This design comes from an exercise in tuning for a short achievable clock period and few clock cycles on the open sky130 flow, not from production work.
Function was checked by simulation only, so behaviour that the tests miss may differ from the original.
Power figures rest on the tool's default switching activity, not on a simulated workload.

==> trial 36 <==
==> flow/design.v <==
`default_nettype none
package mem_access_pkg;
    typedef enum logic [2:0] {
        fmt_byte   = 3'd0,   
        fmt_half   = 3'd1,   
        fmt_word   = 3'd2,   
        fmt_byte_u = 3'd4,   
        fmt_half_u = 3'd5    
    } access_format_e;
    typedef enum logic [1:0] {
        ram_idle,      
        ram_wait,      
        ram_respond    
    } ram_state_e;
    typedef struct packed {
        logic [32-1:0] address;
        logic [32-1:0] write_data;    
        logic [3:0]                 byte_enable;   
        logic                       read_enable;
        logic                       write_enable;
    } bus_request_t;
    typedef struct packed {
        logic [32-1:0] read_data;   
        logic                       wait_req;    
        logic                       valid;       
    } bus_response_t;
endpackage
`default_nettype wire
`timescale 1ns/1ps
`default_nettype none
module dm_and2 (
    input  logic a,
    input  logic b,
    output logic y
);
    assign y = a & b;
endmodule
module dm_aoi22 (
    input  logic a1,
    input  logic a2,
    input  logic b1,
    input  logic b2,
    output logic y_n
);
    assign y_n = !((a1 & a2) | (b1 & b2));
endmodule
module dm_nand4 (
    input  logic [3:0] a,
    output logic       y
);
    assign y = !(&a);
endmodule
module dm_nor2 (
    input  logic [1:0] a,
    output logic       y_n
);
    assign y_n = !(|a);
endmodule
module dm_nand2 (
    input  logic [1:0] a,
    output logic       y
);
    assign y = !(&a);
endmodule
module dm_read_bit (
    input  logic [255:0] sel,
    input  logic [255:0] bits,
    output logic         y
);
    logic [127:0] l1_n;   
    logic [31:0]  l2;     
    logic [15:0]  l3_n;   
    logic [3:0]   l4;     
    logic [1:0]   l5_n;   
    for (genvar i = 0; i < 128; i++) begin : g_l1
        dm_aoi22 u (.a1(sel[2*i]), .a2(bits[2*i]), .b1(sel[2*i+1]), .b2(bits[2*i+1]),
                    .y_n(l1_n[i]));
    end
    for (genvar i = 0; i < 32; i++) begin : g_l2
        dm_nand4 u (.a(l1_n[4*i +: 4]), .y(l2[i]));
    end
    for (genvar i = 0; i < 16; i++) begin : g_l3
        dm_nor2 u (.a(l2[2*i +: 2]), .y_n(l3_n[i]));
    end
    for (genvar i = 0; i < 4; i++) begin : g_l4
        dm_nand4 u (.a(l3_n[4*i +: 4]), .y(l4[i]));
    end
    for (genvar i = 0; i < 2; i++) begin : g_l5
        dm_nor2 u (.a(l4[2*i +: 2]), .y_n(l5_n[i]));
    end
    dm_nand2 u_l6 (.a(l5_n), .y(y));
endmodule
module dm_pick_d4 (
    input  logic [3:0] sel,
    input  logic [3:0] d,
    output logic       y
);
    assign y = |(sel & d);
endmodule
module dm_pick_d3s4 (
    input  logic [2:0] sel,
    input  logic [2:0] d,
    input  logic [3:0] sign_sel,
    input  logic [3:0] s,
    output logic       y
);
    assign y = |(sel & d) | |(sign_sel & s);
endmodule
module dm_pick_d2s4 (
    input  logic [1:0] sel,
    input  logic [1:0] d,
    input  logic [3:0] sign_sel,
    input  logic [3:0] s,
    output logic       y
);
    assign y = |(sel & d) | |(sign_sel & s);
endmodule
module dm_pick_d1s4 (
    input  logic       sel,
    input  logic       d,
    input  logic [3:0] sign_sel,
    input  logic [3:0] s,
    output logic       y
);
    assign y = (sel & d) | |(sign_sel & s);
endmodule
`default_nettype wire
`timescale 1ns/1ps
`default_nettype none
module data_mem_subsystem (
    input  logic                           clock,
    input  logic                           reset,
    input  logic                           read_enable,      
    input  logic                           write_enable,     
    input  mem_access_pkg::access_format_e format,
    input  logic [32-1:0]     address,
    input  logic [32-1:0]     write_data,
    output logic [32-1:0]     read_data,        
    output logic                           data_available    
);
    localparam int W     = 32;
    localparam int DEPTH = 256;
    localparam int LANES = W / 8;
    logic [2:0]       format_code;
    logic [1:0]       size;            
    logic [1:0]       byte_offset;
    logic             sign_load;
    logic [3:0]       byte_enable;
    logic [3:0]       lane_write;      
    logic [W-1:0]     store_lanes;     
    logic             store;           
    logic [15:0]      pre_lo;          
    logic [15:0]      pre_hi;          
    logic [DEPTH-1:0] word_select;     
    logic [3:0]       word_write [DEPTH];   
    logic [W-1:0]     word_q [DEPTH];
    logic [DEPTH-1:0] bit_column [W];  
    logic [W-1:0]     word;            
    logic [3:0]       lane_select [LANES];   
    logic [3:0]       sign_select;     
    logic [LANES-1:0] extend;          
    logic [3:0]       sign_terms [LANES];   
    logic [3:0]       sign_bits;       
    logic [W-1:0]     loaded;
    logic             load_pending;    
    logic [W-1:0]     loaded_q;
    assign format_code = format;
    assign size        = format_code[1:0];
    assign byte_offset = address[1:0];
    assign sign_load   = !format_code[2];
    assign store_lanes = write_data << {byte_offset, 3'b000};
    assign store       = write_enable && !reset;
    always_comb begin
        case (size)
            2'b00:   byte_enable = 4'b0001 << byte_offset;
            2'b01:   byte_enable = 4'b0011 << byte_offset;
            2'b10:   byte_enable = 4'b1111 << byte_offset;
            default: byte_enable = 4'b0000;
        endcase
    end
    assign lane_write = byte_enable & {4{store}};
    always_comb begin
        for (int i = 0; i < 16; i++) begin
            pre_lo[i] = (address[5:2] == 4'(i));
            pre_hi[i] = (address[9:6] == 4'(i));
        end
    end
    for (genvar w = 0; w < DEPTH; w++) begin : g_word
        dm_and2 u_select (.a(pre_lo[w % 16]), .b(pre_hi[w / 16]), .y(word_select[w]));
        for (genvar lane = 0; lane < LANES; lane++) begin : g_lane
            dm_and2 u_write (.a(word_select[w]), .b(lane_write[lane]),
                             .y(word_write[w][lane]));
        end
        always_ff @(posedge clock) begin
            for (int lane = 0; lane < LANES; lane++) begin
                if (word_write[w][lane]) begin
                    word_q[w][8*lane +: 8] <= store_lanes[8*lane +: 8];
                end
            end
        end
    end
    for (genvar b = 0; b < W; b++) begin : g_bit
        for (genvar w = 0; w < DEPTH; w++) begin : g_w
            assign bit_column[b][w] = word_q[w][b];
        end
        dm_read_bit u_read (.sel(word_select), .bits(bit_column[b]), .y(word[b]));
    end
    always_comb begin
        for (int j = 0; j < LANES; j++) begin
            for (int k = 0; k < LANES; k++) begin
                lane_select[j][k] = (32'(byte_offset) + 32'(j) == 32'(k))
                                    && (j == 0 || (j == 1 && size != 2'b00)
                                                || size == 2'b10);
            end
        end
        for (int k = 0; k < LANES; k++) begin
            sign_select[k] = sign_load
                             && ((size == 2'b00 && 32'(byte_offset) == 32'(k))
                              || (size == 2'b01 && 32'(byte_offset) + 1 == 32'(k)));
        end
        extend[0] = 1'b0;
        extend[1] = (size == 2'b00);
        extend[2] = (size == 2'b00) || (size == 2'b01);
        extend[3] = (size == 2'b00) || (size == 2'b01);
    end
    always_comb begin
        for (int j = 0; j < LANES; j++) begin
            sign_terms[j] = sign_select & {4{extend[j]}};
        end
        for (int k = 0; k < LANES; k++) begin
            sign_bits[k] = word[8*k+7];
        end
    end
    for (genvar b = 0; b < 8; b++) begin : g_pick
        dm_pick_d4 u_byte0 (
            .sel (lane_select[0]),
            .d   ({word[24+b], word[16+b], word[8+b], word[b]}),
            .y   (loaded[b])
        );
        dm_pick_d3s4 u_byte1 (
            .sel      (lane_select[1][3:1]),
            .d        ({word[24+b], word[16+b], word[8+b]}),
            .sign_sel (sign_terms[1]),
            .s        (sign_bits),
            .y        (loaded[8+b])
        );
        dm_pick_d2s4 u_byte2 (
            .sel      (lane_select[2][3:2]),
            .d        ({word[24+b], word[16+b]}),
            .sign_sel (sign_terms[2]),
            .s        (sign_bits),
            .y        (loaded[16+b])
        );
        dm_pick_d1s4 u_byte3 (
            .sel      (lane_select[3][3]),
            .d        (word[24+b]),
            .sign_sel (sign_terms[3]),
            .s        (sign_bits),
            .y        (loaded[24+b])
        );
    end
    always_ff @(posedge clock) begin
        loaded_q <= loaded;
    end
    always_ff @(posedge clock) begin
        if (reset) begin
            load_pending <= 1'b0;
        end else begin
            load_pending <= read_enable && !load_pending;
        end
    end
    assign read_data      = loaded_q;
    assign data_available = write_enable || load_pending;
endmodule
`default_nettype wire
==> flow/run.sh <==
#!/bin/bash
# synth_recipe.tcl (not shown) runs the flow's synth.tcl, then flattens the netlist and writes it again
# the make line also repeats each setting of config.mk as NAME=value (left out here)
make -C /OpenROAD-flow-scripts/flow DESIGN_CONFIG=/design/flow/config.mk WORK_HOME=/design/flow/orfs CLKGATE_MAP_FILE= SYNTH_SCRIPT=/design/flow/synth_recipe.tcl finish
==> flow/config.mk <==
export PLATFORM = sky130hd
export DESIGN_NAME = data_mem_subsystem
export DESIGN_NICKNAME = data_mem_subsystem
export VERILOG_FILES = /design/flow/design.v
export SDC_FILE = /design/flow/constraint.sdc
export NUM_CORES = 4
export LEC_CHECK = 0
export ABC_CLOCK_PERIOD_IN_PS = 2000
export CAP_MARGIN = 20
export CORE_MARGIN = 2
export CORE_UTILIZATION = 50
export SETUP_SLACK_MARGIN = 4.4
export SLEW_MARGIN = 60
export SYNTH_HIERARCHICAL = 1
export SYNTH_MEMORY_MAX_BITS = 16384
export SYNTH_MINIMUM_KEEP_SIZE = 0
==> flow/constraint.sdc <==
create_clock -name core_clock -period 8.0 [get_ports {clock}]
set_input_delay 1.6000 -clock core_clock [delete_from_list [all_inputs] [get_ports {clock}]]
set_output_delay 1.6000 -clock core_clock [all_outputs]
set_load 0.01 [all_outputs]
==> build 9 (differences from trial 36) <==
==> flow/design.v (replaced) <==
`default_nettype none
package mem_access_pkg;
    typedef enum logic [2:0] {
        fmt_byte   = 3'd0,   
        fmt_half   = 3'd1,   
        fmt_word   = 3'd2,   
        fmt_byte_u = 3'd4,   
        fmt_half_u = 3'd5    
    } access_format_e;
    typedef enum logic [1:0] {
        ram_idle,      
        ram_wait,      
        ram_respond    
    } ram_state_e;
    typedef struct packed {
        logic [32-1:0] address;
        logic [32-1:0] write_data;    
        logic [3:0]                 byte_enable;   
        logic                       read_enable;
        logic                       write_enable;
    } bus_request_t;
    typedef struct packed {
        logic [32-1:0] read_data;   
        logic                       wait_req;    
        logic                       valid;       
    } bus_response_t;
endpackage
`default_nettype wire
`timescale 1ns/1ps
`default_nettype none
module data_mem_subsystem (
    input  logic                           clock,
    input  logic                           reset,
    input  logic                           read_enable,      
    input  logic                           write_enable,     
    input  mem_access_pkg::access_format_e format,
    input  logic [32-1:0]     address,
    input  logic [32-1:0]     write_data,
    output logic [32-1:0]     read_data,        
    output logic                           data_available    
);
    localparam int W     = 32;
    localparam int DEPTH = 256;
    localparam int LANES = W / 8;
    logic [2:0]       format_code;
    logic [1:0]       size;            
    logic [1:0]       byte_offset;
    logic             sign_load;
    logic [3:0]       byte_enable;
    logic [W-1:0]     store_lanes;     
    logic             store;           
    logic [15:0]      pre_lo;          
    logic [15:0]      pre_hi;          
    logic [DEPTH-1:0] word_select;     
    logic [W-1:0]     word_q [DEPTH];
    logic [W-1:0]     word;            
    logic [3:0]       lane_select [LANES];   
    logic [3:0]       sign_select;     
    logic [LANES-1:0] extend;          
    logic             sign;
    logic [W-1:0]     loaded;
    logic             load_pending;    
    logic [W-1:0]     loaded_q;
    assign format_code = format;
    assign size        = format_code[1:0];
    assign byte_offset = address[1:0];
    assign sign_load   = !format_code[2];
    assign store_lanes = write_data << {byte_offset, 3'b000};
    assign store       = write_enable && !reset;
    always_comb begin
        case (size)
            2'b00:   byte_enable = 4'b0001 << byte_offset;
            2'b01:   byte_enable = 4'b0011 << byte_offset;
            2'b10:   byte_enable = 4'b1111 << byte_offset;
            default: byte_enable = 4'b0000;
        endcase
    end
    always_comb begin
        for (int i = 0; i < 16; i++) begin
            pre_lo[i] = (address[5:2] == 4'(i));
            pre_hi[i] = (address[9:6] == 4'(i));
        end
        for (int w = 0; w < DEPTH; w++) begin
            word_select[w] = pre_lo[w % 16] && pre_hi[w / 16];
        end
    end
    for (genvar w = 0; w < DEPTH; w++) begin : g_word
        always_ff @(posedge clock) begin
            if (store && address[9:2] == 8'(w)) begin
                for (int lane = 0; lane < LANES; lane++) begin
                    if (byte_enable[lane]) begin
                        word_q[w][8*lane +: 8] <= store_lanes[8*lane +: 8];
                    end
                end
            end
        end
    end
    always_comb begin
        word = '0;
        for (int w = 0; w < DEPTH; w++) begin
            word = word | ({W{word_select[w]}} & word_q[w]);
        end
    end
    always_comb begin
        for (int j = 0; j < LANES; j++) begin
            for (int k = 0; k < LANES; k++) begin
                lane_select[j][k] = (32'(byte_offset) + 32'(j) == 32'(k))
                                    && (j == 0 || (j == 1 && size != 2'b00)
                                                || size == 2'b10);
            end
        end
        for (int k = 0; k < LANES; k++) begin
            sign_select[k] = sign_load
                             && ((size == 2'b00 && 32'(byte_offset) == 32'(k))
                              || (size == 2'b01 && 32'(byte_offset) + 1 == 32'(k)));
        end
        extend[0] = 1'b0;
        extend[1] = (size == 2'b00);
        extend[2] = (size == 2'b00) || (size == 2'b01);
        extend[3] = (size == 2'b00) || (size == 2'b01);
    end
    always_comb begin
        sign = 1'b0;
        for (int k = 0; k < LANES; k++) begin
            sign = sign | (sign_select[k] & word[8*k+7]);
        end
        for (int j = 0; j < LANES; j++) begin
            logic [7:0] b;
            b = {8{extend[j] & sign}};
            for (int k = 0; k < LANES; k++) begin
                b = b | ({8{lane_select[j][k]}} & word[8*k +: 8]);
            end
            loaded[8*j +: 8] = b;
        end
    end
    always_ff @(posedge clock) begin
        loaded_q <= loaded;
    end
    always_ff @(posedge clock) begin
        if (reset) begin
            load_pending <= 1'b0;
        end else begin
            load_pending <= read_enable && !load_pending;
        end
    end
    assign read_data      = loaded_q;
    assign data_available = write_enable || load_pending;
endmodule
`default_nettype wire
- SETUP_SLACK_MARGIN: 4.4 -> 4.35
- SLEW_MARGIN: 60 -> 20
- SYNTH_HIERARCHICAL: 1 -> not set
- SYNTH_MINIMUM_KEEP_SIZE: 0 -> not set
- TNS_END_PERCENT: not set -> 5
==> flow_summary_export.csv <==
group,metric,value,unit
synth,synth_top_area_share,80.1,%
status,outcome.stop_stage,"5_1_grt",
clock_tree,postCtsSetupBuffers,475,
synth,post_synthesis_net_count,18000,
status,outcome,"did not finish",
place,place.detailed.instances,27300,
status,run.stop_error,"[ERROR GRT-0232] Routing congestion too high. Check the congestion heatmap in the GUI.",
# the run above: build 9

==> flow_summary_export.csv <==
group,metric,value,unit
place,place.detailed.instances,24800,
synth,synth_top_area_share,77.5,%
status,outcome,"complete, no violations",
setup_path,cpMaxStageDelayCell,"sky130_fd_sc_hd__nand4_1",
synth,post_synthesis_net_count,15700,
# the run above: trial 36

Testbench counts of trial 36, summed over its fixed seeds: cycles 24,975.
Testbench counts of build 9, summed over its fixed seeds: cycles 24,975.


==> lagoon: inputs <==
data_mem_subsystem, a different RTL version from the one above (not shown whole).
==> module dm_read_bit, before the edit <==
module dm_read_bit (
    input  logic [255:0] sel,
    input  logic [255:0] bits,
    output logic         y
);
    logic [127:0] l1_n;   
    logic [31:0]  l2;     
    logic [15:0]  l3_n;   
    logic [3:0]   l4;     
    logic [1:0]   l5_n;   
    for (genvar i = 0; i < 128; i++) begin : g_l1
        dm_aoi22 u (.a1(sel[2*i]), .a2(bits[2*i]), .b1(sel[2*i+1]), .b2(bits[2*i+1]),
                    .y_n(l1_n[i]));
    end
    for (genvar i = 0; i < 32; i++) begin : g_l2
        dm_nand4 u (.a(l1_n[4*i +: 4]), .y(l2[i]));
    end
    for (genvar i = 0; i < 16; i++) begin : g_l3
        dm_nor2 u (.a(l2[2*i +: 2]), .y_n(l3_n[i]));
    end
    for (genvar i = 0; i < 4; i++) begin : g_l4
        dm_nand4 u (.a(l3_n[4*i +: 4]), .y(l4[i]));
    end
    for (genvar i = 0; i < 2; i++) begin : g_l5
        dm_nor2 u (.a(l4[2*i +: 2]), .y_n(l5_n[i]));
    end
    dm_nand2 u_l6 (.a(l5_n), .y(y));
endmodule
==> module data_mem_subsystem, before the edit <==
module data_mem_subsystem (
    input  logic                           clock,
    input  logic                           reset,
    input  logic                           read_enable,      
    input  logic                           write_enable,     
    input  mem_access_pkg::access_format_e format,
    input  logic [32-1:0]     address,
    input  logic [32-1:0]     write_data,
    output logic [32-1:0]     read_data,        
    output logic                           data_available    
);
    localparam int W     = 32;
    localparam int DEPTH = 256;
    localparam int LANES = W / 8;
    logic [2:0]       format_code;
    logic [1:0]       size;            
    logic [1:0]       byte_offset;
    logic             sign_load;
    logic [3:0]       byte_enable;
    logic [3:0]       lane_write;      
    logic [W-1:0]     store_lanes;     
    logic             store;           
    logic [15:0]      pre_lo;          
    logic [15:0]      pre_hi;          
    logic [DEPTH-1:0] word_select;     
    logic [3:0]       word_write [DEPTH];   
    logic [W-1:0]     word_q [DEPTH];
    logic [DEPTH-1:0] bit_column [W];  
    logic [W-1:0]     word;            
    logic [3:0]       lane_select [LANES];   
    logic [3:0]       sign_select;     
    logic [LANES-1:0] extend;          
    logic             sign;
    logic [W-1:0]     loaded;
    logic             load_pending;    
    logic [W-1:0]     loaded_q;
    assign format_code = format;
    assign size        = format_code[1:0];
    assign byte_offset = address[1:0];
    assign sign_load   = !format_code[2];
    assign store_lanes = write_data << {byte_offset, 3'b000};
    assign store       = write_enable && !reset;
    always_comb begin
        case (size)
            2'b00:   byte_enable = 4'b0001 << byte_offset;
            2'b01:   byte_enable = 4'b0011 << byte_offset;
            2'b10:   byte_enable = 4'b1111 << byte_offset;
            default: byte_enable = 4'b0000;
        endcase
    end
    assign lane_write = byte_enable & {4{store}};
    always_comb begin
        for (int i = 0; i < 16; i++) begin
            pre_lo[i] = (address[5:2] == 4'(i));
            pre_hi[i] = (address[9:6] == 4'(i));
        end
    end
    for (genvar w = 0; w < DEPTH; w++) begin : g_word
        dm_and2 u_select (.a(pre_lo[w % 16]), .b(pre_hi[w / 16]), .y(word_select[w]));
        for (genvar lane = 0; lane < LANES; lane++) begin : g_lane
            dm_and2 u_write (.a(word_select[w]), .b(lane_write[lane]),
                             .y(word_write[w][lane]));
        end
        always_ff @(posedge clock) begin
            for (int lane = 0; lane < LANES; lane++) begin
                if (word_write[w][lane]) begin
                    word_q[w][8*lane +: 8] <= store_lanes[8*lane +: 8];
                end
            end
        end
    end
    for (genvar b = 0; b < W; b++) begin : g_bit
        for (genvar w = 0; w < DEPTH; w++) begin : g_w
            assign bit_column[b][w] = word_q[w][b];
        end
        dm_read_bit u_read (.sel(word_select), .bits(bit_column[b]), .y(word[b]));
    end
    always_comb begin
        for (int j = 0; j < LANES; j++) begin
            for (int k = 0; k < LANES; k++) begin
                lane_select[j][k] = (32'(byte_offset) + 32'(j) == 32'(k))
                                    && (j == 0 || (j == 1 && size != 2'b00)
                                                || size == 2'b10);
            end
        end
        for (int k = 0; k < LANES; k++) begin
            sign_select[k] = sign_load
                             && ((size == 2'b00 && 32'(byte_offset) == 32'(k))
                              || (size == 2'b01 && 32'(byte_offset) + 1 == 32'(k)));
        end
        extend[0] = 1'b0;
        extend[1] = (size == 2'b00);
        extend[2] = (size == 2'b00) || (size == 2'b01);
        extend[3] = (size == 2'b00) || (size == 2'b01);
    end
    always_comb begin
        sign = 1'b0;
        for (int k = 0; k < LANES; k++) begin
            sign = sign | (sign_select[k] & word[8*k+7]);
        end
        for (int j = 0; j < LANES; j++) begin
            logic [7:0] b;
            b = {8{extend[j] & sign}};
            for (int k = 0; k < LANES; k++) begin
                b = b | ({8{lane_select[j][k]}} & word[8*k +: 8]);
            end
            loaded[8*j +: 8] = b;
        end
    end
    always_ff @(posedge clock) begin
        loaded_q <= loaded;
    end
    always_ff @(posedge clock) begin
        if (reset) begin
            load_pending <= 1'b0;
        end else begin
            load_pending <= read_enable && !load_pending;
        end
    end
    assign read_data      = loaded_q;
    assign data_available = write_enable || load_pending;
endmodule
export LEC_CHECK = 0
export ABC_CLOCK_PERIOD_IN_PS = 2000
export CAP_MARGIN = 20
export CORE_MARGIN = 2
export CORE_UTILIZATION = 50
export SETUP_SLACK_MARGIN = 4.4
export SLEW_MARGIN = 60
export SYNTH_HIERARCHICAL = 1
export SYNTH_MEMORY_MAX_BITS = 16384
export SYNTH_MINIMUM_KEEP_SIZE = 0
create_clock -name core_clock -period 8.0 [get_ports {clock}]
run.sh (not shown) runs the stock make flow with config.mk's settings and CLKGATE_MAP_FILE= SYNTH_SCRIPT=/design/flow/synth_recipe.tcl, a recipe that flattens the netlist after the stock synthesis.
==> violet (differences from lagoon) <==
--- a/flow/design.v
+++ b/flow/design.v
@@ -64,4 +64,22 @@
 endmodule
+module dm_oai21 (
+    input  logic [1:0] a,
+    input  logic       b,
+    output logic       y_n
+);
+    assign y_n = !((|a) & b);
+endmodule
+module dm_decode4 (
+    input  logic [3:0]  a,
+    output logic [15:0] y
+);
+    always_comb begin
+        for (int i = 0; i < 16; i++) begin
+            y[i] = (a == 4'(i));
+        end
+    end
+endmodule
 module dm_read_bit (
-    input  logic [255:0] sel,
+    input  logic [15:0]  lo,
+    input  logic [15:0]  hi,
     input  logic [255:0] bits,
@@ -75,4 +93,4 @@
     for (genvar i = 0; i < 128; i++) begin : g_l1
-        dm_aoi22 u (.a1(sel[2*i]), .a2(bits[2*i]), .b1(sel[2*i+1]), .b2(bits[2*i+1]),
-                    .y_n(l1_n[i]));
+        dm_aoi22 u (.a1(lo[(2*i) % 16]), .a2(bits[2*i]),
+                    .b1(lo[(2*i+1) % 16]), .b2(bits[2*i+1]), .y_n(l1_n[i]));
     end
@@ -82,3 +100,3 @@
     for (genvar i = 0; i < 16; i++) begin : g_l3
-        dm_nor2 u (.a(l2[2*i +: 2]), .y_n(l3_n[i]));
+        dm_oai21 u (.a(l2[2*i +: 2]), .b(hi[i]), .y_n(l3_n[i]));
     end
@@ -91,2 +109,36 @@
     dm_nand2 u_l6 (.a(l5_n), .y(y));
+endmodule
+module dm_pick_d4 (
+    input  logic [3:0] sel,
+    input  logic [3:0] d,
+    output logic       y
+);
+    assign y = |(sel & d);
+endmodule
+module dm_pick_d3s4 (
+    input  logic [2:0] sel,
+    input  logic [2:0] d,
+    input  logic [3:0] sign_sel,
+    input  logic [3:0] s,
+    output logic       y
+);
+    assign y = |(sel & d) | |(sign_sel & s);
+endmodule
+module dm_pick_d2s4 (
+    input  logic [1:0] sel,
+    input  logic [1:0] d,
+    input  logic [3:0] sign_sel,
+    input  logic [3:0] s,
+    output logic       y
+);
+    assign y = |(sel & d) | |(sign_sel & s);
+endmodule
+module dm_pick_d1s4 (
+    input  logic       sel,
+    input  logic       d,
+    input  logic [3:0] sign_sel,
+    input  logic [3:0] s,
+    output logic       y
+);
+    assign y = (sel & d) | |(sign_sel & s);
 endmodule
@@ -117,2 +169,4 @@
     logic             store;           
+    logic [15:0]      read_lo;         
+    logic [15:0]      read_hi;         
     logic [15:0]      pre_lo;          
@@ -127,3 +181,4 @@
     logic [LANES-1:0] extend;          
-    logic             sign;
+    logic [3:0]       sign_terms [LANES];   
+    logic [3:0]       sign_bits;       
     logic [W-1:0]     loaded;
@@ -146,8 +201,6 @@
     assign lane_write = byte_enable & {4{store}};
-    always_comb begin
-        for (int i = 0; i < 16; i++) begin
-            pre_lo[i] = (address[5:2] == 4'(i));
-            pre_hi[i] = (address[9:6] == 4'(i));
-        end
-    end
+    dm_decode4 u_read_lo  (.a(address[5:2]), .y(read_lo));
+    dm_decode4 u_read_hi  (.a(address[9:6]), .y(read_hi));
+    dm_decode4 u_write_lo (.a(address[5:2]), .y(pre_lo));
+    dm_decode4 u_write_hi (.a(address[9:6]), .y(pre_hi));
     for (genvar w = 0; w < DEPTH; w++) begin : g_word
@@ -170,3 +223,3 @@
         end
-        dm_read_bit u_read (.sel(word_select), .bits(bit_column[b]), .y(word[b]));
+        dm_read_bit u_read (.lo(read_lo), .hi(read_hi), .bits(bit_column[b]), .y(word[b]));
     end
@@ -191,14 +244,36 @@
     always_comb begin
-        sign = 1'b0;
+        for (int j = 0; j < LANES; j++) begin
+            sign_terms[j] = sign_select & {4{extend[j]}};
+        end
         for (int k = 0; k < LANES; k++) begin
-            sign = sign | (sign_select[k] & word[8*k+7]);
-        end
-        for (int j = 0; j < LANES; j++) begin
-            logic [7:0] b;
-            b = {8{extend[j] & sign}};
-            for (int k = 0; k < LANES; k++) begin
-                b = b | ({8{lane_select[j][k]}} & word[8*k +: 8]);
-            end
-            loaded[8*j +: 8] = b;
-        end
+            sign_bits[k] = word[8*k+7];
+        end
+    end
+    for (genvar b = 0; b < 8; b++) begin : g_pick
+        dm_pick_d4 u_byte0 (
+            .sel (lane_select[0]),
+            .d   ({word[24+b], word[16+b], word[8+b], word[b]}),
+            .y   (loaded[b])
+        );
+        dm_pick_d3s4 u_byte1 (
+            .sel      (lane_select[1][3:1]),
+            .d        ({word[24+b], word[16+b], word[8+b]}),
+            .sign_sel (sign_terms[1]),
+            .s        (sign_bits),
+            .y        (loaded[8+b])
+        );
+        dm_pick_d2s4 u_byte2 (
+            .sel      (lane_select[2][3:2]),
+            .d        ({word[24+b], word[16+b]}),
+            .sign_sel (sign_terms[2]),
+            .s        (sign_bits),
+            .y        (loaded[16+b])
+        );
+        dm_pick_d1s4 u_byte3 (
+            .sel      (lane_select[3][3]),
+            .d        (word[24+b]),
+            .sign_sel (sign_terms[3]),
+            .s        (sign_bits),
+            .y        (loaded[24+b])
+        );
     end
--- a/flow/config.mk
+++ b/flow/config.mk
@@ -10,3 +10,3 @@
 export CORE_MARGIN = 2
-export CORE_UTILIZATION = 50
+export CORE_UTILIZATION = 55
 export SETUP_SLACK_MARGIN = 4.4
==> notes.md <==
| item | violet | lagoon |
|---|---|---|
| Length of routed met2 wiring | 454000 um | 411000 um |
| Reg2reg end | loaded_q[9]$_DFF_P_ | loaded_q[25]$_DFF_P_ |
| Count of synthesis-stage warnings from yosys | 17 | 14 |
| Share of cell area taken by muxes after synthesis | 0.104% | 0.111% |
| Max VDD drop | 0.244 mV | 0.263 mV |
| Non-clock buffering overhead in the final layout | 4.29% | 3.22% |
| Fraction of the core area covered by cells at the end of the flow | 64.7% | 58.2% |
| Total chip power | 89.4 mW | 87.9 mW |
| Combinational Power Share | 5.7% | 3.7% |
| Maximum number of pins on one net before global-route repair | 129 | 85 |
| Effective utilization at floorplan | 55.2% | 50.2% |
| Outcome | timing/DRC/antenna clean | timing/DRC/antenna clean |
| DR vias | 177000 | 166000 |
| Req. time, crit path | 9050 ps | 9040 ps |
| Wirelength, routed | 1000000 um | 878000 um |
| Number of nets produced by synthesis | 15700 | 15700 |
| Count of clock buffers in the final design | 1071 | 1053 |
| Area of the core | 577000 sq um | 632000 sq um |
| Number of antenna violations at the first check in global routing | 163 | 49 |
| Tapcell count | 7727 | 8379 |
| Proportion of synthesized chip area in sequential cells | 77.4% | 77.8% |
| Switching power summed over all nets | 19.8 mW | 18.6 mW |
Testbench counts of lagoon, summed over its fixed seeds: cycles 24,975.
Testbench counts of violet, summed over its fixed seeds: cycles 24,975.

## static timing again, ports no longer ideal
The flow's constraints put no driver on any port. The routed layouts listed below were extracted and timed again, unchanged, in two steps.
Step 1 sets driving cells, clkbuf_16 on the clock port and buf_2 on the other inputs (assumed; they add their load-dependent delay and slew).
Step 2 also shifts input and output timing later by t, the mid clock arrival at the registers, as if the neighbouring blocks saw the same clock.
a / b / c = no drivers / after step 1 / after step 2; a / b = the first two.
run	t (ns)	slack for setup (ns)	latest minus earliest clock arrival (ns)
trial 36	1.296	3.834 / 3.808 / 2.512	0.077 / 0.077
lagoon	1.281	3.635 / 3.544 / 2.263	0.050 / 0.049
violet	1.291	3.873 / 3.813 / 2.522	0.074 / 0.074
After both steps setup and hold are still met in every run listed. For lagoon, which loses most, drivers alone change the setup slack by -0.091 ns; drivers and shift together by -1.372 ns.
